Background: an optimization exercise with open tools, aiming at small area and few clock cycles. Do not read the settings as production practice.
In this exercise RTL edits were held to simulation tests only and were not proved equivalent to the original.

==> flow/design.v (outline; a module is shown in full before it is edited, if it fits) <==
// module differential_drive_vector_mapper_unit: 352 lines
// module ddvm_sumsq: 797 lines
// module ddvm_angsum: 642 lines
// module ddvm_mul14x15: 739 lines
// module ddvm_mul10x15: 348 lines
module differential_drive_vector_mapper_unit #(
  parameter int CORDIC_STAGES = 16
) (
  input  wire logic        clk,
  input  wire logic        rst_n,
  input  wire logic        in_valid,
  output logic             in_stall,
  input  wire logic [15:0] in_target_x,
  input  wire logic [15:0] in_target_y,
  output logic             out_valid,
  input  wire logic        out_stall,
  output logic [9:0]       out_left_duty_us,
  output logic [9:0]       out_right_duty_us,
  output logic             out_reverse,
  output logic             out_drive_enable,
  input  wire logic        cfg_we,
  input  wire logic [2:0]  cfg_index,
  input  wire logic [15:0] cfg_wdata
);
  // ...
==> flow/run.sh <==
#!/bin/bash
# synth_recipe.tcl (not shown) runs the flow's synth.tcl, then flattens the netlist and writes it again
# the make line also repeats each setting of config.mk as NAME=value (left out here)
make -C /OpenROAD-flow-scripts/flow DESIGN_CONFIG=/design/flow/config.mk WORK_HOME=/design/flow/orfs CLKGATE_MAP_FILE= SYNTH_SCRIPT=/design/flow/synth_recipe.tcl finish
==> flow/config.mk <==
export PLATFORM = sky130hd
export DESIGN_NAME = differential_drive_vector_mapper_unit
export DESIGN_NICKNAME = differential_drive_vector_mapper_unit
export VERILOG_FILES = /design/flow/design.v
export SDC_FILE = /design/flow/constraint.sdc
export NUM_CORES = 4
export LEC_CHECK = 0
export ABC_AREA = 1
export CAP_MARGIN = 20
export CORE_MARGIN = 2
export CORE_UTILIZATION = 40
export SLEW_MARGIN = 20
==> flow/constraint.sdc <==
create_clock -name core_clock -period 10.0 [get_ports {clk}]
set_input_delay 2.0000 -clock core_clock [delete_from_list [all_inputs] [get_ports {clk}]]
set_output_delay 2.0000 -clock core_clock [all_outputs]
set_load 0.01 [all_outputs]
==> run notes, run 1 <==
Outcome: complete, no violations
Count of cell types in the netlist: 87
Fin util: 0.441
DRT antenna net count: 0
MaxCap Viol Count: 0
DR top layer: met4
Mux contribution to synthesized area: 0.000541
Largest Register: g_cor.g_r.cx_r
Final Hold Vio Count: 0
Hold path endpoint: g_fl.sr[18]$_DFFE_PN_
Core area: 246000 um2
Worst stage delay on the critical path: 620 ps
PostCTS Resize Cnt: 2
Setup Viol. Count Final: 0
Hold buffers post-CTS: 0
IO Count: 80
Worst Max-Slew Pin Slew: 1020 ps
Post-Synth XOR/XNOR Area: 0.109
List of most frequent post-synthesis cells: 2059 x inv_1, 1721 x nand2_1, 1295 x ha_1, 1029 x nor2_1, 952 x fa_1
Setup TNS: 0 ps
Most frequent cells in the layout: 2057 x inv_1, 1708 x nand2_1, 1294 x ha_1
TritonCTS clock tree: built
Area share of fa/ha/maj cells after synthesis: 0.355
R2R depth: 59
Finished Layout Cells: 15300
Met1 Use GR: 0.276
Multi-input gates: 8768
RSZ-0062 raised after global routing: yes
Testbench counts, summed over its fixed seeds: cycles 13,890.
==> module differential_drive_vector_mapper_unit, before the edit <==
module differential_drive_vector_mapper_unit #(
  parameter int CORDIC_STAGES = 16
) (
  input  wire logic        clk,
  input  wire logic        rst_n,
  input  wire logic        in_valid,
  output logic             in_stall,
  input  wire logic [15:0] in_target_x,
  input  wire logic [15:0] in_target_y,
  output logic             out_valid,
  input  wire logic        out_stall,
  output logic [9:0]       out_left_duty_us,
  output logic [9:0]       out_right_duty_us,
  output logic             out_reverse,
  output logic             out_drive_enable,
  input  wire logic        cfg_we,
  input  wire logic [2:0]  cfg_index,
  input  wire logic [15:0] cfg_wdata
);
  function automatic [31:0] atan_entry(input integer i);
    case (i)
      0: atan_entry = 32'd268435456;  1: atan_entry = 32'd158466703;  2: atan_entry = 32'd83729454;
      3: atan_entry = 32'd42502378;   4: atan_entry = 32'd21333666;   5: atan_entry = 32'd10677233;
      6: atan_entry = 32'd5339919;    7: atan_entry = 32'd2670123;    8: atan_entry = 32'd1335082;
      9: atan_entry = 32'd667543;     10: atan_entry = 32'd333772;    11: atan_entry = 32'd166886;
      12: atan_entry = 32'd83443;     13: atan_entry = 32'd41722;     14: atan_entry = 32'd20861;
      15: atan_entry = 32'd10430;
      default: atan_entry = '0;
    endcase
  endfunction
  function automatic integer cy_w(input integer i);
    case (i)
      0, 1, 2: cy_w = 32;  3: cy_w = 31;  4, 5: cy_w = 30;  6: cy_w = 29;  7: cy_w = 28;
      8: cy_w = 27;  9: cy_w = 26;  10: cy_w = 25;  11: cy_w = 24;  12: cy_w = 23;
      13: cy_w = 22;  14: cy_w = 21;  default: cy_w = 20;
    endcase
  endfunction
  function automatic [33:0] padd(input [33:0] a, input [33:0] b, input cin);
    logic [34:0] g, p, gg, pp, aa, bb;
    aa = {a, cin};
    bb = {b, cin};
    g  = aa & bb;
    p  = aa ^ bb;
    gg = g;
    pp = p;
    for (int l = 1; l <= 6; l++)
      for (int i = (1 << l) - 1; i < 35; i += (1 << l)) begin
        gg[i] = gg[i] | (pp[i] & gg[i - (1 << (l - 1))]);
        pp[i] = pp[i] & pp[i - (1 << (l - 1))];
      end
    for (int l = 5; l >= 1; l--)
      for (int i = 3 * (1 << (l - 1)) - 1; i < 35; i += (1 << l)) begin
        gg[i] = gg[i] | (pp[i] & gg[i - (1 << (l - 1))]);
        pp[i] = pp[i] & pp[i - (1 << (l - 1))];
      end
    padd = p[34:1] ^ gg[33:0];
  endfunction
  function automatic integer popc(input logic [31:0] m);
    popc = 0;
    for (int b = 0; b < 32; b++) if (m[b]) popc = popc + 1;
  endfunction
  localparam logic [15:0] CREG  = 16'b0010_0100_1001_0010;  
  localparam logic [15:0] SREG  = 16'b0001_0000_1000_0000;  
  localparam logic [14:0] DREG  = 15'b001_0001_0001_0001;   
  localparam int SQREG = 1;    
  localparam int DPRE  = 0;    
  localparam int ZREG  = 1;    
  localparam int MREG  = 1;    
  localparam int NCP   = popc(32'(CREG)) + ZREG;
  localparam int NQP   = SQREG + popc(32'(SREG)) + DPRE + popc(32'(DREG));
  localparam int NMX   = (NCP > NQP) ? NCP : NQP;
  localparam int LAT   = NMX + MREG;
  logic [15:0] stop_r, cap_r, over_r;
  logic [9:0]  lduty_r, rduty_r;
  always_ff @(posedge clk) begin
    if (!rst_n) begin
      stop_r  <= 16'd1024;
      cap_r   <= 16'd1536;
      over_r  <= 16'd17920;
      lduty_r <= 10'd550;
      rduty_r <= 10'd600;
    end else if (cfg_we) begin
      unique case (cfg_index)
        REG_STOP:  stop_r  <= cfg_wdata;
        REG_CAP:   cap_r   <= cfg_wdata;
        REG_OVER:  over_r  <= cfg_wdata;
        REG_LDUTY: lduty_r <= cfg_wdata[9:0];
        REG_RDUTY: rduty_r <= cfg_wdata[9:0];
        default: ;
      endcase
    end
  end
  logic adv;
  assign adv = !(out_valid && out_stall);
  assign in_stall = !adv;
  logic [LAT-1:0] vld_r;
  always_ff @(posedge clk) begin
    if (!rst_n) vld_r <= '0;
    else if (adv) vld_r <= {vld_r[LAT-2:0], in_valid};
  end
  assign out_valid = vld_r[LAT-1];
  logic signed [15:0] xs, ys;
  logic [15:0] ax, ay;
  logic [2:0]  flg;    
  always_comb begin
    xs = in_target_x;
    ys = in_target_y;
    ax = xs[15] ? 16'(-xs) : in_target_x;
    ay = ys[15] ? 16'(-ys) : in_target_y;
    flg[2] = (xs != 16'sd0);
    flg[1] = (!ys[15]) == (!xs[15] && xs != 16'sd0);
    flg[0] = ys[15];
  end
  logic [16:0][32:0]        cx;    
  logic [16:0][32:0]        cy;    
  logic [16:0][15:0]        cd;    
  assign cx[0] = {1'b0, ax, 16'd0};
  assign cy[0] = {ay, 16'd0} - 33'd1;
  assign cd[0] = '0;
  for (genvar i = 0; i < 16; i++) begin : g_cor
    localparam int WI = cy_w(i);
    localparam int WN = cy_w(i + 1);
    localparam int WM = WI - i - 1;       
    logic        neg, pos, t;
    logic [32:0] sh, mag, cxn, xsh, cyf;
    logic [WN-1:0] cyn;
    logic [15:0] cdn;
    always_comb begin
      neg  = cy[i][32];
      pos  = !neg;
      sh   = 33'($signed(cy[i]) >>> i);
      mag  = (sh ^ {33{neg}}) & ((33'd1 << WM) - 33'd1);
      t    = (i == 0) ? 1'b1 : &(cy[i] | ~((33'd1 << i) - 33'd1));
      cxn  = 33'(padd({1'b0, cx[i]}, {1'b0, mag}, t ^ neg));
      xsh  = cx[i] >> i;
      cyf  = 33'(padd({1'b0, cy[i]}, {1'b0, xsh ^ {33{pos}}}, pos));
      cyn  = cyf[WN-1:0];
      cdn  = cd[i];
      cdn[i] = pos;
    end
    if (CREG[i]) begin : g_r
      logic [32:0]   cx_r;
      logic [WN-1:0] cy_r;
      logic [i:0]    cd_r;
      always_ff @(posedge clk) if (adv) begin
        cx_r <= cxn;
        cy_r <= cyn;
        cd_r <= cdn[i:0];
      end
      assign cx[i+1] = cx_r;
      assign cy[i+1] = {{(33-WN){cy_r[WN-1]}}, cy_r};
      assign cd[i+1] = 16'(cd_r);
    end else begin : g_w
      assign cx[i+1] = cxn;
      assign cy[i+1] = {{(33-WN){cyn[WN-1]}}, cyn};
      assign cd[i+1] = cdn;
    end
  end
  logic [29:0] zq;
  logic [14:0] ang_nxt;
  ddvm_angsum u_angsum (.d(cd[16]), .y(zq));
  always_comb begin
    if (zq[29])      ang_nxt = '0;
    else if (zq[28]) ang_nxt = 15'd16384;
    else             ang_nxt = {1'b0, zq[27:14]};
  end
  logic [14:0] ang_c;    
  if (ZREG != 0) begin : g_zr
    logic [14:0] r;
    always_ff @(posedge clk) if (adv) r <= ang_nxt;
    assign ang_c = r;
  end else begin : g_zw
    assign ang_c = ang_nxt;
  end
  logic [30:0] sq2;
  ddvm_sumsq u_sumsq (.a(ax[14:0]), .b(ay[14:0]), .y(sq2));
  logic [31:0] ssum;
  assign ssum = {ax[15], 30'd0} + {ay[15], 30'd0} + 32'(sq2);
  logic [16:0][31:0] sv;     
  logic [16:0][16:0] srem;   
  logic [16:0][15:0] sroot;
  if (SQREG != 0) begin : g_sqr
    logic [31:0] r;
    always_ff @(posedge clk) if (adv) r <= ssum;
    assign sv[0] = r;
  end else begin : g_sqw
    assign sv[0] = ssum;
  end
  assign srem[0]  = '0;
  assign sroot[0] = '0;
  for (genvar k = 0; k < 16; k++) begin : g_sq
    localparam int RW = k + 3;    
    logic [RW-1:0] rsh, trial, rn;
    logic [RW:0]   diff;
    logic          take;
    logic [15:0]   rootn;
    logic [31:0]   svn;
    always_comb begin
      rsh   = {srem[k][k:0], sv[k][31:30]};
      trial = RW'({sroot[k], 2'b01});
      diff  = {1'b0, rsh} - {1'b0, trial};
      take  = !diff[RW];
      rn    = take ? diff[RW-1:0] : rsh;
      rootn = {sroot[k][14:0], take};
      svn   = {sv[k][29:0], 2'b00};
    end
    if (SREG[k]) begin : g_r
      logic [k+1:0]  rem_r;
      logic [k:0]    root_r;
      logic [31:0]   sv_r;
      always_ff @(posedge clk) if (adv) begin
        rem_r  <= rn[k+1:0];
        root_r <= rootn[k:0];
        sv_r   <= svn;
      end
      assign srem[k+1]  = 17'(rem_r);
      assign sroot[k+1] = 16'(root_r);
      if (k < 15) begin : g_s
        assign sv[k+1] = {sv_r[31:2*k+2], {(2*k+2){1'b0}}};
      end else begin : g_z
        assign sv[k+1] = 32'd0;
      end
    end else begin : g_w
      assign srem[k+1]  = 17'(rn[k+1:0]);
      assign sroot[k+1] = rootn;
      assign sv[k+1]    = svn;
    end
  end
  logic [15:0] len_raw, len_sh;
  logic        dz_n, ds_n;
  always_comb begin
    len_raw = sroot[16];
    if (len_raw < stop_r)      len_sh = '0;
    else if (len_raw > over_r) len_sh = stop_r;
    else if (len_raw > cap_r)  len_sh = cap_r;
    else                       len_sh = len_raw;
    dz_n = (len_sh == 16'd0);
    ds_n = (len_sh >= cap_r);
  end
  logic [15:0][15:0] drem;
  logic [15:0][14:0] dq;
  logic [15:0]       dz, ds;
  if (DPRE != 0) begin : g_dpr
    logic [15:0] r_rem;
    logic        r_z, r_s;
    always_ff @(posedge clk) if (adv) begin
      r_rem <= len_sh; r_z <= dz_n; r_s <= ds_n;
    end
    assign drem[0] = r_rem; assign dz[0] = r_z; assign ds[0] = r_s;
  end else begin : g_dpw
    assign drem[0] = len_sh; assign dz[0] = dz_n; assign ds[0] = ds_n;
  end
  assign dq[0] = '0;
  for (genvar j = 0; j < 15; j++) begin : g_dv
    logic [16:0] t;
    logic [17:0] df;
    logic        ge;
    logic [15:0] rn;
    logic [14:0] qn;
    always_comb begin
      t  = {drem[j], 1'b0};
      df = {1'b0, t} - {2'b00, cap_r};
      ge = !df[17];
      rn = ge ? df[15:0] : t[15:0];
      qn = {dq[j][13:0], ge};
    end
    if (DREG[j]) begin : g_r
      logic [15:0] rem_r;
      logic [j:0]  q_r;
      logic        z_r, s_r;
      always_ff @(posedge clk) if (adv) begin
        rem_r <= rn; q_r <= qn[j:0]; z_r <= dz[j]; s_r <= ds[j];
      end
      assign drem[j+1] = rem_r; assign dq[j+1] = 15'(q_r);
      assign dz[j+1] = z_r; assign ds[j+1] = s_r;
    end else begin : g_w
      assign drem[j+1] = rn; assign dq[j+1] = qn;
      assign dz[j+1] = dz[j]; assign ds[j+1] = ds[j];
    end
  end
  localparam int DQD = NMX - NQP;    
  localparam int DAD = NMX - NCP;    
  localparam int DFD = NMX + MREG;   
  logic [16:0] qa_in, qa;            
  assign qa_in = {dz[15], ds[15], dq[15]};
  if (DQD == 0) begin : g_qa0
    assign qa = qa_in;
  end else begin : g_qan
    logic [17*DQD-1:0] sr;
    always_ff @(posedge clk) if (adv) sr <= {sr, qa_in};
    assign qa = sr[17*DQD-1 -: 17];
  end
  logic [14:0] ang;
  if (DAD == 0) begin : g_aa0
    assign ang = ang_c;
  end else begin : g_aan
    logic [15*DAD-1:0] sr;
    always_ff @(posedge clk) if (adv) sr <= {sr, ang_c};
    assign ang = sr[15*DAD-1 -: 15];
  end
  logic [2:0] fl;
  begin : g_fl
    logic [3*DFD-1:0] sr;
    always_ff @(posedge clk) if (adv) sr <= {sr, flg};
    assign fl = sr[3*DFD-1 -: 3];
  end
  logic        m_en, m_sat;
  logic [14:0] m_q, m_sc;
  logic [28:0] m_prod;
  ddvm_mul14x15 u_mul_sc (.a(ang[13:0]), .bh(m_q[14:2]), .bl(m_q[1:0]), .y(m_prod));
  always_comb begin
    m_sat = !qa[16] && qa[15];
    m_q   = (qa[16] || qa[15]) ? 15'd0 : qa[14:0];
    if (m_sat)        m_sc = ang;
    else if (ang[14]) m_sc = {1'b0, m_q[14:1]};
    else              m_sc = {1'b0, m_prod[28:15]};
    m_en  = m_sat || (m_q != 15'd0);
  end
  logic        w_en, w_sat;
  logic [14:0] w_q, w_sc;
  if (MREG != 0) begin : g_mr
    logic        r_en, r_sat;
    logic [14:0] r_q, r_sc;
    always_ff @(posedge clk) if (adv) begin
      r_en <= m_en; r_sat <= m_sat; r_q <= m_q; r_sc <= m_sc;
    end
    assign w_en = r_en; assign w_sat = r_sat; assign w_q = r_q; assign w_sc = r_sc;
  end else begin : g_mw
    assign w_en = m_en; assign w_sat = m_sat; assign w_q = m_q; assign w_sc = m_sc;
  end
  logic        l_scl, r_scl;
  logic [14:0] lw, rw;
  logic        lsat, rsat;
  logic [9:0]  ld_n, rd_n;
  logic [24:0] l_prod, r_prod;
  ddvm_mul10x15 u_mul_l (.a(lduty_r), .b(lw), .y(l_prod));
  ddvm_mul10x15 u_mul_r (.a(rduty_r), .b(rw), .y(r_prod));
  always_comb begin
    r_scl = fl[2] && fl[1];
    l_scl = fl[2] && !fl[1];
    lw    = l_scl ? w_sc : w_q;
    rw    = r_scl ? w_sc : w_q;
    lsat  = !l_scl && w_sat;
    rsat  = !r_scl && w_sat;
    ld_n  = lsat ? lduty_r : l_prod[24:15];
    rd_n  = rsat ? rduty_r : r_prod[24:15];
  end
  assign out_left_duty_us  = w_en ? ld_n : 10'd0;
  assign out_right_duty_us = w_en ? rd_n : 10'd0;
  assign out_reverse       = w_en && fl[0];
  assign out_drive_enable  = w_en;
endmodule
==> run 2, diff against run 1 <==
--- a/flow/design.v
+++ b/flow/design.v
@@ -190,20 +190,18 @@
   logic [14:0] ang_c;    
   if (ZREG != 0) begin : g_zr
     logic [14:0] r;
     always_ff @(posedge clk) if (adv) r <= ang_nxt;
     assign ang_c = r;
   end else begin : g_zw
     assign ang_c = ang_nxt;
   end
-  logic [30:0] sq2;
-  ddvm_sumsq u_sumsq (.a(ax[14:0]), .b(ay[14:0]), .y(sq2));
   logic [31:0] ssum;
-  assign ssum = {ax[15], 30'd0} + {ay[15], 30'd0} + 32'(sq2);
+  ddvm_sumsq u_sumsq (.a15(ax[15]), .a(ax[14:0]), .b15(ay[15]), .b(ay[14:0]), .y(ssum));
   logic [16:0][31:0] sv;     
   logic [16:0][16:0] srem;   
   logic [16:0][15:0] sroot;
   if (SQREG != 0) begin : g_sqr
     logic [31:0] r;
     always_ff @(posedge clk) if (adv) r <= ssum;
     assign sv[0] = r;
   end else begin : g_sqw
@@ -369,19 +367,21 @@
     rd_n  = rsat ? rduty_r : r_prod[24:15];
   end
   assign out_left_duty_us  = w_en ? ld_n : 10'd0;
   assign out_right_duty_us = w_en ? rd_n : 10'd0;
   assign out_reverse       = w_en && fl[0];
   assign out_drive_enable  = w_en;
 endmodule
 module ddvm_sumsq (
+  input wire a15,
   input wire [14:0] a,
+  input wire b15,
   input wire [14:0] b,
-  output wire [30:0] y
+  output wire [31:0] y
 );
   wire sq1, sq2;
   assign sq1 = (a[0] & a[11]) ^ (a[1] & a[10]);
   assign sq2 = (a[0] & a[11]) & (a[1] & a[10]);
   wire sq3, sq4;
   assign sq3 = (a[0] & a[13]) ^ (a[1] & a[12]) ^ (a[2] & a[11]);
   assign sq4 = ((a[0] & a[13]) & (a[1] & a[12])) | ((a[0] & a[13]) & (a[2] & a[11])) | ((a[1] & a[12]) & (a[2] & a[11]));
   wire sq5, sq6;
@@ -964,25 +964,25 @@
   assign sq389 = sq334 ^ sq335 ^ sq287;
   assign sq390 = (sq334 & sq335) | (sq334 & sq287) | (sq335 & sq287);
   wire sq391, sq392;
   assign sq391 = sq336 ^ sq337 ^ (b[12] & b[14]);
   assign sq392 = (sq336 & sq337) | (sq336 & (b[12] & b[14])) | (sq337 & (b[12] & b[14]));
   wire sq393, sq394;
   assign sq393 = sq338 ^ sq339 ^ b[14];
   assign sq394 = (sq338 & sq339) | (sq338 & b[14]) | (sq339 & b[14]);
-  wire [29:0] ra, rb;
-  assign ra = {sq394, sq392, sq390, sq388, sq386, sq384, sq382, sq380, sq378, sq376, sq374, sq372, sq370, sq368, sq366, sq364, sq362, sq360, sq358, sq356, sq354, sq352, sq350, sq348, sq346, sq344, sq342, sq341, 1'b0, a[0]};
-  assign rb = {sq340, sq393, sq391, sq389, sq387, sq385, sq383, sq381, sq379, sq377, sq375, sq373, sq371, sq369, sq367, sq365, sq363, sq361, sq359, sq357, sq355, sq353, sq351, sq349, sq347, sq345, sq343, b[1], 1'b0, b[0]};
-  wire [31:0] sum;
-  wire [30:0] ya, yb;
-  assign ya = 31'(ra);
-  wire [30:0] ys;
-  assign yb = 31'(rb);
-  wire [30:0] ys_g0, ys_p0;
+  wire [30:0] ra, rb;
+  assign ra = {a15, sq394, sq392, sq390, sq388, sq386, sq384, sq382, sq380, sq378, sq376, sq374, sq372, sq370, sq368, sq366, sq364, sq362, sq360, sq358, sq356, sq354, sq352, sq350, sq348, sq346, sq344, sq342, sq341, 1'b0, a[0]};
+  assign rb = {b15, sq340, sq393, sq391, sq389, sq387, sq385, sq383, sq381, sq379, sq377, sq375, sq373, sq371, sq369, sq367, sq365, sq363, sq361, sq359, sq357, sq355, sq353, sq351, sq349, sq347, sq345, sq343, b[1], 1'b0, b[0]};
+  wire [32:0] sum;
+  wire [31:0] ya, yb;
+  assign ya = 32'(ra);
+  wire [31:0] ys;
+  assign yb = 32'(rb);
+  wire [31:0] ys_g0, ys_p0;
   assign ys_g0 = ya & yb;
   assign ys_p0 = ya ^ yb;
   wire ys_g1, ys_q1;
   assign ys_g1 = ys_g0[1] | (ys_p0[1] & ys_g0[0]);
   assign ys_q1 = ys_p0[1] & ys_p0[0];
   wire ys_g2, ys_q2;
   assign ys_g2 = ys_g0[3] | (ys_p0[3] & ys_g0[2]);
   assign ys_q2 = ys_p0[3] & ys_p0[2];
@@ -1021,159 +1021,175 @@
   assign ys_q13 = ys_p0[25] & ys_p0[24];
   wire ys_g14, ys_q14;
   assign ys_g14 = ys_g0[27] | (ys_p0[27] & ys_g0[26]);
   assign ys_q14 = ys_p0[27] & ys_p0[26];
   wire ys_g15, ys_q15;
   assign ys_g15 = ys_g0[29] | (ys_p0[29] & ys_g0[28]);
   assign ys_q15 = ys_p0[29] & ys_p0[28];
   wire ys_g16, ys_q16;
-  assign ys_g16 = ys_g2 | (ys_q2 & ys_g1);
-  assign ys_q16 = ys_q2 & ys_q1;
+  assign ys_g16 = ys_g0[31] | (ys_p0[31] & ys_g0[30]);
+  assign ys_q16 = ys_p0[31] & ys_p0[30];
   wire ys_g17, ys_q17;
-  assign ys_g17 = ys_g4 | (ys_q4 & ys_g3);
-  assign ys_q17 = ys_q4 & ys_q3;
+  assign ys_g17 = ys_g2 | (ys_q2 & ys_g1);
+  assign ys_q17 = ys_q2 & ys_q1;
   wire ys_g18, ys_q18;
-  assign ys_g18 = ys_g6 | (ys_q6 & ys_g5);
-  assign ys_q18 = ys_q6 & ys_q5;
+  assign ys_g18 = ys_g4 | (ys_q4 & ys_g3);
+  assign ys_q18 = ys_q4 & ys_q3;
   wire ys_g19, ys_q19;
-  assign ys_g19 = ys_g8 | (ys_q8 & ys_g7);
-  assign ys_q19 = ys_q8 & ys_q7;
+  assign ys_g19 = ys_g6 | (ys_q6 & ys_g5);
+  assign ys_q19 = ys_q6 & ys_q5;
   wire ys_g20, ys_q20;
-  assign ys_g20 = ys_g10 | (ys_q10 & ys_g9);
-  assign ys_q20 = ys_q10 & ys_q9;
+  assign ys_g20 = ys_g8 | (ys_q8 & ys_g7);
+  assign ys_q20 = ys_q8 & ys_q7;
   wire ys_g21, ys_q21;
-  assign ys_g21 = ys_g12 | (ys_q12 & ys_g11);
-  assign ys_q21 = ys_q12 & ys_q11;
+  assign ys_g21 = ys_g10 | (ys_q10 & ys_g9);
+  assign ys_q21 = ys_q10 & ys_q9;
   wire ys_g22, ys_q22;
-  assign ys_g22 = ys_g14 | (ys_q14 & ys_g13);
-  assign ys_q22 = ys_q14 & ys_q13;
+  assign ys_g22 = ys_g12 | (ys_q12 & ys_g11);
+  assign ys_q22 = ys_q12 & ys_q11;
   wire ys_g23, ys_q23;
-  assign ys_g23 = ys_g17 | (ys_q17 & ys_g16);
-  assign ys_q23 = ys_q17 & ys_q16;
+  assign ys_g23 = ys_g14 | (ys_q14 & ys_g13);
+  assign ys_q23 = ys_q14 & ys_q13;
   wire ys_g24, ys_q24;
-  assign ys_g24 = ys_g19 | (ys_q19 & ys_g18);
-  assign ys_q24 = ys_q19 & ys_q18;
+  assign ys_g24 = ys_g16 | (ys_q16 & ys_g15);
+  assign ys_q24 = ys_q16 & ys_q15;
   wire ys_g25, ys_q25;
-  assign ys_g25 = ys_g21 | (ys_q21 & ys_g20);
-  assign ys_q25 = ys_q21 & ys_q20;
+  assign ys_g25 = ys_g18 | (ys_q18 & ys_g17);
+  assign ys_q25 = ys_q18 & ys_q17;
   wire ys_g26, ys_q26;
-  assign ys_g26 = ys_g24 | (ys_q24 & ys_g23);
-  assign ys_q26 = ys_q24 & ys_q23;
+  assign ys_g26 = ys_g20 | (ys_q20 & ys_g19);
+  assign ys_q26 = ys_q20 & ys_q19;
   wire ys_g27, ys_q27;
-  assign ys_g27 = ys_g25 | (ys_q25 & ys_g26);
-  assign ys_q27 = ys_q25 & ys_q26;
+  assign ys_g27 = ys_g22 | (ys_q22 & ys_g21);
+  assign ys_q27 = ys_q22 & ys_q21;
   wire ys_g28, ys_q28;
-  assign ys_g28 = ys_g18 | (ys_q18 & ys_g23);
-  assign ys_q28 = ys_q18 & ys_q23;
+  assign ys_g28 = ys_g24 | (ys_q24 & ys_g23);
+  assign ys_q28 = ys_q24 & ys_q23;
   wire ys_g29, ys_q29;
-  assign ys_g29 = ys_g20 | (ys_q20 & ys_g26);
-  assign ys_q29 = ys_q20 & ys_q26;
+  assign ys_g29 = ys_g26 | (ys_q26 & ys_g25);
+  assign ys_q29 = ys_q26 & ys_q25;
   wire ys_g30, ys_q30;
-  assign ys_g30 = ys_g22 | (ys_q22 & ys_g27);
-  assign ys_q30 = ys_q22 & ys_q27;
+  assign ys_g30 = ys_g28 | (ys_q28 & ys_g27);
+  assign ys_q30 = ys_q28 & ys_q27;
   wire ys_g31, ys_q31;
-  assign ys_g31 = ys_g3 | (ys_q3 & ys_g16);
-  assign ys_q31 = ys_q3 & ys_q16;
+  assign ys_g31 = ys_g30 | (ys_q30 & ys_g29);
+  assign ys_q31 = ys_q30 & ys_q29;
   wire ys_g32, ys_q32;
-  assign ys_g32 = ys_g5 | (ys_q5 & ys_g23);
-  assign ys_q32 = ys_q5 & ys_q23;
+  assign ys_g32 = ys_g27 | (ys_q27 & ys_g29);
+  assign ys_q32 = ys_q27 & ys_q29;
   wire ys_g33, ys_q33;
-  assign ys_g33 = ys_g7 | (ys_q7 & ys_g28);
-  assign ys_q33 = ys_q7 & ys_q28;
+  assign ys_g33 = ys_g19 | (ys_q19 & ys_g25);
+  assign ys_q33 = ys_q19 & ys_q25;
   wire ys_g34, ys_q34;
-  assign ys_g34 = ys_g9 | (ys_q9 & ys_g26);
-  assign ys_q34 = ys_q9 & ys_q26;
+  assign ys_g34 = ys_g21 | (ys_q21 & ys_g29);
+  assign ys_q34 = ys_q21 & ys_q29;
   wire ys_g35, ys_q35;
-  assign ys_g35 = ys_g11 | (ys_q11 & ys_g29);
-  assign ys_q35 = ys_q11 & ys_q29;
+  assign ys_g35 = ys_g23 | (ys_q23 & ys_g32);
+  assign ys_q35 = ys_q23 & ys_q32;
   wire ys_g36, ys_q36;
-  assign ys_g36 = ys_g13 | (ys_q13 & ys_g27);
-  assign ys_q36 = ys_q13 & ys_q27;
+  assign ys_g36 = ys_g3 | (ys_q3 & ys_g17);
+  assign ys_q36 = ys_q3 & ys_q17;
   wire ys_g37, ys_q37;
-  assign ys_g37 = ys_g15 | (ys_q15 & ys_g30);
-  assign ys_q37 = ys_q15 & ys_q30;
+  assign ys_g37 = ys_g5 | (ys_q5 & ys_g25);
+  assign ys_q37 = ys_q5 & ys_q25;
   wire ys_g38, ys_q38;
-  assign ys_g38 = ys_g0[2] | (ys_p0[2] & ys_g1);
-  assign ys_q38 = ys_p0[2] & ys_q1;
+  assign ys_g38 = ys_g7 | (ys_q7 & ys_g33);
+  assign ys_q38 = ys_q7 & ys_q33;
   wire ys_g39, ys_q39;
-  assign ys_g39 = ys_g0[4] | (ys_p0[4] & ys_g16);
-  assign ys_q39 = ys_p0[4] & ys_q16;
+  assign ys_g39 = ys_g9 | (ys_q9 & ys_g29);
+  assign ys_q39 = ys_q9 & ys_q29;
   wire ys_g40, ys_q40;
-  assign ys_g40 = ys_g0[6] | (ys_p0[6] & ys_g31);
-  assign ys_q40 = ys_p0[6] & ys_q31;
+  assign ys_g40 = ys_g11 | (ys_q11 & ys_g34);
+  assign ys_q40 = ys_q11 & ys_q34;
   wire ys_g41, ys_q41;
-  assign ys_g41 = ys_g0[8] | (ys_p0[8] & ys_g23);
-  assign ys_q41 = ys_p0[8] & ys_q23;
+  assign ys_g41 = ys_g13 | (ys_q13 & ys_g32);
+  assign ys_q41 = ys_q13 & ys_q32;
   wire ys_g42, ys_q42;
-  assign ys_g42 = ys_g0[10] | (ys_p0[10] & ys_g32);
-  assign ys_q42 = ys_p0[10] & ys_q32;
+  assign ys_g42 = ys_g15 | (ys_q15 & ys_g35);
+  assign ys_q42 = ys_q15 & ys_q35;
   wire ys_g43, ys_q43;
-  assign ys_g43 = ys_g0[12] | (ys_p0[12] & ys_g28);
-  assign ys_q43 = ys_p0[12] & ys_q28;
+  assign ys_g43 = ys_g0[2] | (ys_p0[2] & ys_g1);
+  assign ys_q43 = ys_p0[2] & ys_q1;
   wire ys_g44, ys_q44;
-  assign ys_g44 = ys_g0[14] | (ys_p0[14] & ys_g33);
-  assign ys_q44 = ys_p0[14] & ys_q33;
+  assign ys_g44 = ys_g0[4] | (ys_p0[4] & ys_g17);
+  assign ys_q44 = ys_p0[4] & ys_q17;
   wire ys_g45, ys_q45;
-  assign ys_g45 = ys_g0[16] | (ys_p0[16] & ys_g26);
-  assign ys_q45 = ys_p0[16] & ys_q26;
+  assign ys_g45 = ys_g0[6] | (ys_p0[6] & ys_g36);
+  assign ys_q45 = ys_p0[6] & ys_q36;
   wire ys_g46, ys_q46;
-  assign ys_g46 = ys_g0[18] | (ys_p0[18] & ys_g34);
-  assign ys_q46 = ys_p0[18] & ys_q34;
+  assign ys_g46 = ys_g0[8] | (ys_p0[8] & ys_g25);
+  assign ys_q46 = ys_p0[8] & ys_q25;
   wire ys_g47, ys_q47;
-  assign ys_g47 = ys_g0[20] | (ys_p0[20] & ys_g29);
-  assign ys_q47 = ys_p0[20] & ys_q29;
+  assign ys_g47 = ys_g0[10] | (ys_p0[10] & ys_g37);
+  assign ys_q47 = ys_p0[10] & ys_q37;
   wire ys_g48, ys_q48;
-  assign ys_g48 = ys_g0[22] | (ys_p0[22] & ys_g35);
-  assign ys_q48 = ys_p0[22] & ys_q35;
+  assign ys_g48 = ys_g0[12] | (ys_p0[12] & ys_g33);
+  assign ys_q48 = ys_p0[12] & ys_q33;
   wire ys_g49, ys_q49;
-  assign ys_g49 = ys_g0[24] | (ys_p0[24] & ys_g27);
-  assign ys_q49 = ys_p0[24] & ys_q27;
+  assign ys_g49 = ys_g0[14] | (ys_p0[14] & ys_g38);
+  assign ys_q49 = ys_p0[14] & ys_q38;
   wire ys_g50, ys_q50;
-  assign ys_g50 = ys_g0[26] | (ys_p0[26] & ys_g36);
-  assign ys_q50 = ys_p0[26] & ys_q36;
+  assign ys_g50 = ys_g0[16] | (ys_p0[16] & ys_g29);
+  assign ys_q50 = ys_p0[16] & ys_q29;
   wire ys_g51, ys_q51;
-  assign ys_g51 = ys_g0[28] | (ys_p0[28] & ys_g30);
-  assign ys_q51 = ys_p0[28] & ys_q30;
+  assign ys_g51 = ys_g0[18] | (ys_p0[18] & ys_g39);
+  assign ys_q51 = ys_p0[18] & ys_q39;
   wire ys_g52, ys_q52;
-  assign ys_g52 = ys_g0[30] | (ys_p0[30] & ys_g37);
-  assign ys_q52 = ys_p0[30] & ys_q37;
+  assign ys_g52 = ys_g0[20] | (ys_p0[20] & ys_g34);
+  assign ys_q52 = ys_p0[20] & ys_q34;
+  wire ys_g53, ys_q53;
+  assign ys_g53 = ys_g0[22] | (ys_p0[22] & ys_g40);
+  assign ys_q53 = ys_p0[22] & ys_q40;
+  wire ys_g54, ys_q54;
+  assign ys_g54 = ys_g0[24] | (ys_p0[24] & ys_g32);
+  assign ys_q54 = ys_p0[24] & ys_q32;
+  wire ys_g55, ys_q55;
+  assign ys_g55 = ys_g0[26] | (ys_p0[26] & ys_g41);
+  assign ys_q55 = ys_p0[26] & ys_q41;
+  wire ys_g56, ys_q56;
+  assign ys_g56 = ys_g0[28] | (ys_p0[28] & ys_g35);
+  assign ys_q56 = ys_p0[28] & ys_q35;
+  wire ys_g57, ys_q57;
+  assign ys_g57 = ys_g0[30] | (ys_p0[30] & ys_g42);
+  assign ys_q57 = ys_p0[30] & ys_q42;
   assign ys[0] = ys_p0[0];
   assign ys[1] = ys_p0[1] ^ ys_g0[0];
   assign ys[2] = ys_p0[2] ^ ys_g1;
-  assign ys[3] = ys_p0[3] ^ ys_g38;
-  assign ys[4] = ys_p0[4] ^ ys_g16;
-  assign ys[5] = ys_p0[5] ^ ys_g39;
-  assign ys[6] = ys_p0[6] ^ ys_g31;
-  assign ys[7] = ys_p0[7] ^ ys_g40;
-  assign ys[8] = ys_p0[8] ^ ys_g23;
-  assign ys[9] = ys_p0[9] ^ ys_g41;
-  assign ys[10] = ys_p0[10] ^ ys_g32;
-  assign ys[11] = ys_p0[11] ^ ys_g42;
-  assign ys[12] = ys_p0[12] ^ ys_g28;
-  assign ys[13] = ys_p0[13] ^ ys_g43;
-  assign ys[14] = ys_p0[14] ^ ys_g33;
-  assign ys[15] = ys_p0[15] ^ ys_g44;
-  assign ys[16] = ys_p0[16] ^ ys_g26;
-  assign ys[17] = ys_p0[17] ^ ys_g45;
-  assign ys[18] = ys_p0[18] ^ ys_g34;
-  assign ys[19] = ys_p0[19] ^ ys_g46;
-  assign ys[20] = ys_p0[20] ^ ys_g29;
-  assign ys[21] = ys_p0[21] ^ ys_g47;
-  assign ys[22] = ys_p0[22] ^ ys_g35;
-  assign ys[23] = ys_p0[23] ^ ys_g48;
-  assign ys[24] = ys_p0[24] ^ ys_g27;
-  assign ys[25] = ys_p0[25] ^ ys_g49;
-  assign ys[26] = ys_p0[26] ^ ys_g36;
-  assign ys[27] = ys_p0[27] ^ ys_g50;
-  assign ys[28] = ys_p0[28] ^ ys_g30;
-  assign ys[29] = ys_p0[29] ^ ys_g51;
-  assign ys[30] = ys_p0[30] ^ ys_g37;
-  assign sum = 32'(ys);
-  assign y = sum[30:0];
+  assign ys[3] = ys_p0[3] ^ ys_g43;
+  assign ys[4] = ys_p0[4] ^ ys_g17;
+  assign ys[5] = ys_p0[5] ^ ys_g44;
+  assign ys[6] = ys_p0[6] ^ ys_g36;
+  assign ys[7] = ys_p0[7] ^ ys_g45;
+  assign ys[8] = ys_p0[8] ^ ys_g25;
+  assign ys[9] = ys_p0[9] ^ ys_g46;
+  assign ys[10] = ys_p0[10] ^ ys_g37;
+  assign ys[11] = ys_p0[11] ^ ys_g47;
+  assign ys[12] = ys_p0[12] ^ ys_g33;
+  assign ys[13] = ys_p0[13] ^ ys_g48;
+  assign ys[14] = ys_p0[14] ^ ys_g38;
+  assign ys[15] = ys_p0[15] ^ ys_g49;
+  assign ys[16] = ys_p0[16] ^ ys_g29;
+  assign ys[17] = ys_p0[17] ^ ys_g50;
+  assign ys[18] = ys_p0[18] ^ ys_g39;
+  assign ys[19] = ys_p0[19] ^ ys_g51;
+  assign ys[20] = ys_p0[20] ^ ys_g34;
+  assign ys[21] = ys_p0[21] ^ ys_g52;
+  assign ys[22] = ys_p0[22] ^ ys_g40;
+  assign ys[23] = ys_p0[23] ^ ys_g53;
+  assign ys[24] = ys_p0[24] ^ ys_g32;
+  assign ys[25] = ys_p0[25] ^ ys_g54;
+  assign ys[26] = ys_p0[26] ^ ys_g41;
+  assign ys[27] = ys_p0[27] ^ ys_g55;
+  assign ys[28] = ys_p0[28] ^ ys_g35;
+  assign ys[29] = ys_p0[29] ^ ys_g56;
+  assign ys[30] = ys_p0[30] ^ ys_g42;
+  assign ys[31] = ys_p0[31] ^ ys_g57;
+  assign sum = 33'(ys);
+  assign y = sum[31:0];
 endmodule
 module ddvm_angsum (
   input wire [15:0] d,
   output wire [29:0] y
 );
   wire z1, z2;
   assign z1 = d[1] ^ d[2] ^ d[3];
   assign z2 = (d[1] & d[2]) | (d[1] & d[3]) | (d[2] & d[3]);
==> run 2 against run 1 <==
Effect of this change:
- synthesized cell count grew 0.33%
- clock-buffer cell count is 11 lower
- flip-flop and latch count is the same
- maximum frequency fell by 0.48%
- worst setup slack worse by 46 ps
- die area decreased by 0.17%
- register-to-register slack is essentially flat
- first-iteration DRC count up 2.4%
- final area about the same
==> run notes, run 2 <==
Die area: 252000 um2
WP data arrival: 7520 ps
Main synth FF type: edfxtp_1
Wire length on met3: 11100 um
Met1 Routed Length: 112000 um
Clock root cell: clkbuf_16
Port bufs: 79
Worst-case clock buffer depth: 3
DRT antenna net count: 0 (unchanged)
Fmax: 0.105 GHz
Mapped cell area: 99200 um2
Setup Skew: 26.6 ps
Largest Register: g_cor.g_r.cx_r
DR top layer: met5
Regs by FF count: g_cor.g_r.cx_r (135), g_cor.g_r.cy_r (119), g_dv.g_r.rem_r (64)
Count of cell types in the netlist: 83 (-4.6%)
Routability congestion estimate: 0.898
Final Hold Vio Count: 0 (unchanged)
Number of synthesized flops with an enable pin: 578
CP Capture Type: output pin
Vias in the first global route: 75100
Die height: 502 um
Gr usage total: 0.194
Syn nets: 14100
RSZ-0062 raised after global routing: yes
Total gr overflow: 0
Largest area contributor in the netlist: fa_1
Final #Nets: 14300
Yosys warns: 1
Routed wire length: 244000 um
Core area: 246000 um2 (about the same)
Synth top area share: 0.192
Pin count of the biggest net entering global routing: 168
Outcome: complete, no violations
Cells after Synth: 11800
Top cells by area, synth: fa_1 19%, edfxtp_1 17%, ha_1 16%
Seq/Total Area, Yosys: 0.190
Most common cell after layout, fill and taps aside: inv_1
Worst stage delay on the critical path: 550 ps (-70 ps)
Minimum clock period: 9520 ps
Layout cells sized above 1: 0.0662
Global-route wire length before repair: 396000 um
Initial antenna violation count: 4
H-tree depth reported by CTS: 3
Worst Setup Path Type: reg2out
Worst-Skew Late Latency: 710 ps
IO Count: 80 (unchanged)
Hold buffers post-CTS: 0 (unchanged)
DR WL/cell: 15.9 um
Worst Max-Slew Pin Slew: 1100 ps (+78.7 ps)
#FFs+latches synth: 654
Hpwl dp: 202000 um
Largest register FFs: 135
CTS clk-pin slew, worst paths: 60 ps
Normalized max-slew margin: 0.250
MaxCap Viol Count: 0 (unchanged)
Clock Sinks: 654
Class of the worst hold path: reg2reg
Iter 0 DRT Violations: 4497
Most frequent cell after synthesis: inv_1
Crit Path Max Fanout: 29
Initial Util: 0.403
Row Count: 182
Ys async rst share: 0
Final worst-path cycle share: 0.952
Die span in x: 502 um
Vias after detailed routing: 75700
Most frequent cells in the layout: 2096 x inv_1, 1807 x nand2_1, 1294 x ha_1
Avg Cell Area, Syn: 8.40 um2
Met2 WL: 114000 um
List of most frequent post-synthesis cells: 2103 x inv_1, 1827 x nand2_1, 1295 x ha_1, 970 x nor2_1, 952 x fa_1
Startpoint Class: register
TritonCTS clock tree: built
Max Slew Vio Count: 0
Req. time, crit path: 8000 ps
CP max stage cell: clkdlybuf4s50_1
Setup TNS: 0 ps (unchanged)
# DRC: 0
DRT Pass-1 Iters: 5
Routed vias/inst: 4.92
Layout area overhead: 9.50%
Setup Viol. Count Final: 0 (unchanged)
Num CTS Buffers: 81
==> run 2: through the flow <==
stage / worst slack [ps] / area (um2) / instances / hold slack, ps / util
3_3_place_gp: 120 / 105000 / 15200 / 400 / 0.427
3_5_place_dp: 22.9 / 105000 / 15200 / 405 / 0.427
2_1_floorplan: 161 / 99200 / 11800 / 400 / -
6_report: 483 / 109000 / 15400 / 409 / 0.441
5_1_grt: -109 / 109000 / 15400 / 420 / 0.441
4_1_cts: 73.5 / 108000 / 15400 / 410 / 0.437
==> run 2: critical path: cells and delay by family (launching register included) <==
family                     cells  cell delay [ps]
buffers and inverters          8             1320
AOI/OAI and AO/OA              4              770
and+or+nand+nor               12             1470
adders and majority gates      6             2740
DFF                            1              480
==> run 2: logic make-up after synthesis <==
group / Yosys count / synth area share
AO/OA/AOI/OAI: 1652 / 0.0962
flip-flops: 654 / 0.190
buffers and inverters: 2400 / 0.0927
AND/OR/NAND/NOR: 3634 / 0.157
XOR/XNOR: 1221 / 0.108
multiplexers: 7 / 0.000732
adder cells (fa/ha/maj): 2247 / 0.355
==> run 2: routing by layer <==
layer	global-route usage	vias up
met5	0	-
li1	-	38400
met4	0.0557	4
met3	0.0228	349
met1	0.261	35500
met2	0.328	1383
==> run 2: worst paths after layout <==
check / start / endpoint / slack [ps] / depth (start not counted)
worst max-delay path: g_fl.sr[22]$_DFFE_PN_ / out_right_duty_us[8] / 480 / 30
worst min-delay path: g_fl.sr[17]$_DFFE_PN_ / g_fl.sr[20]$_DFFE_PN_ / 410 / 0
worst max register to register: g_sq[7].g_r.root_r[4]$_DFFE_PN_ / g_sq[12].g_r.rem_r[10]$_DFFE_PN_ / 730 / 47
worst min register to register: g_fl.sr[17]$_DFFE_PN_ / g_fl.sr[20]$_DFFE_PN_ / 410 / 0
==> run 2: area by class of cell <==
| type | instances | area [um2] |
|---|---|---|
| Fill cell | 24400 | 138000 |
| Antenna cell | 2 | 5.00 |
| Timing Repair Buffer | 346 | 2930 |
| Multi-Input combinational cell | 8763 | 71800 |
| Sequential cell | 654 | 18900 |
| Clock buffer | 92 | 2110 |
| Clock inverter | 50 | 581 |
| Tap cell | 3312 | 4140 |
| Inverter | 2166 | 8180 |
| Timing Repair inverter | 1 | 7.51 |
==> run 2: repair_timing <==
| action | 4_1_cts | 5_1_grt |
|---|---|---|
| resized for setup | 1 | 158 |
| buffers inserted | 0 | 28 |
| pin swaps | 0 | 34 |
| setup endpoints to repair | 2 | 167 |
| cloned | 0 | 4 |
Testbench counts of run 2, summed over its fixed seeds: cycles 13,890.

[static timing again, ports no longer ideal]
The flow's constraints put no driver on any port. The routed layouts listed below were extracted and timed again, unchanged, in two steps.
Step 1 (the two cells are an assumption about what drives the block):
set clk [get_ports {clk}]
set_driving_cell -lib_cell sky130_fd_sc_hd__clkbuf_16 $clk
set_driving_cell -lib_cell sky130_fd_sc_hd__buf_2 [delete_from_list [all_inputs] $clk]
Step 2 adds t to the input delays and takes it off the output delays; t is the mean of the earliest and latest rising clock arrival at the registers after step 1. Input paths then give back, and output paths get back, about the clock's delay inside the block.
Three values: ideal, step 1, step 2; two values: the first two.
run	t, ns	setup WS [ns]	slew at the worst register clock pin (ns)	worst data-port slew with drivers (ns)	pins driven straight from the clock port
run 1	0.800	0.529 / 0.439 / 0.250	0.07 / 0.07	0.05	1
run 2	0.781	0.483 / 0.401 / 0.254	0.07 / 0.07	0.07	1
After both steps every run listed still meets setup and hold. For run 1, which loses most, drivers alone change the setup slack by -0.090 ns; drivers and shift together by -0.279 ns.
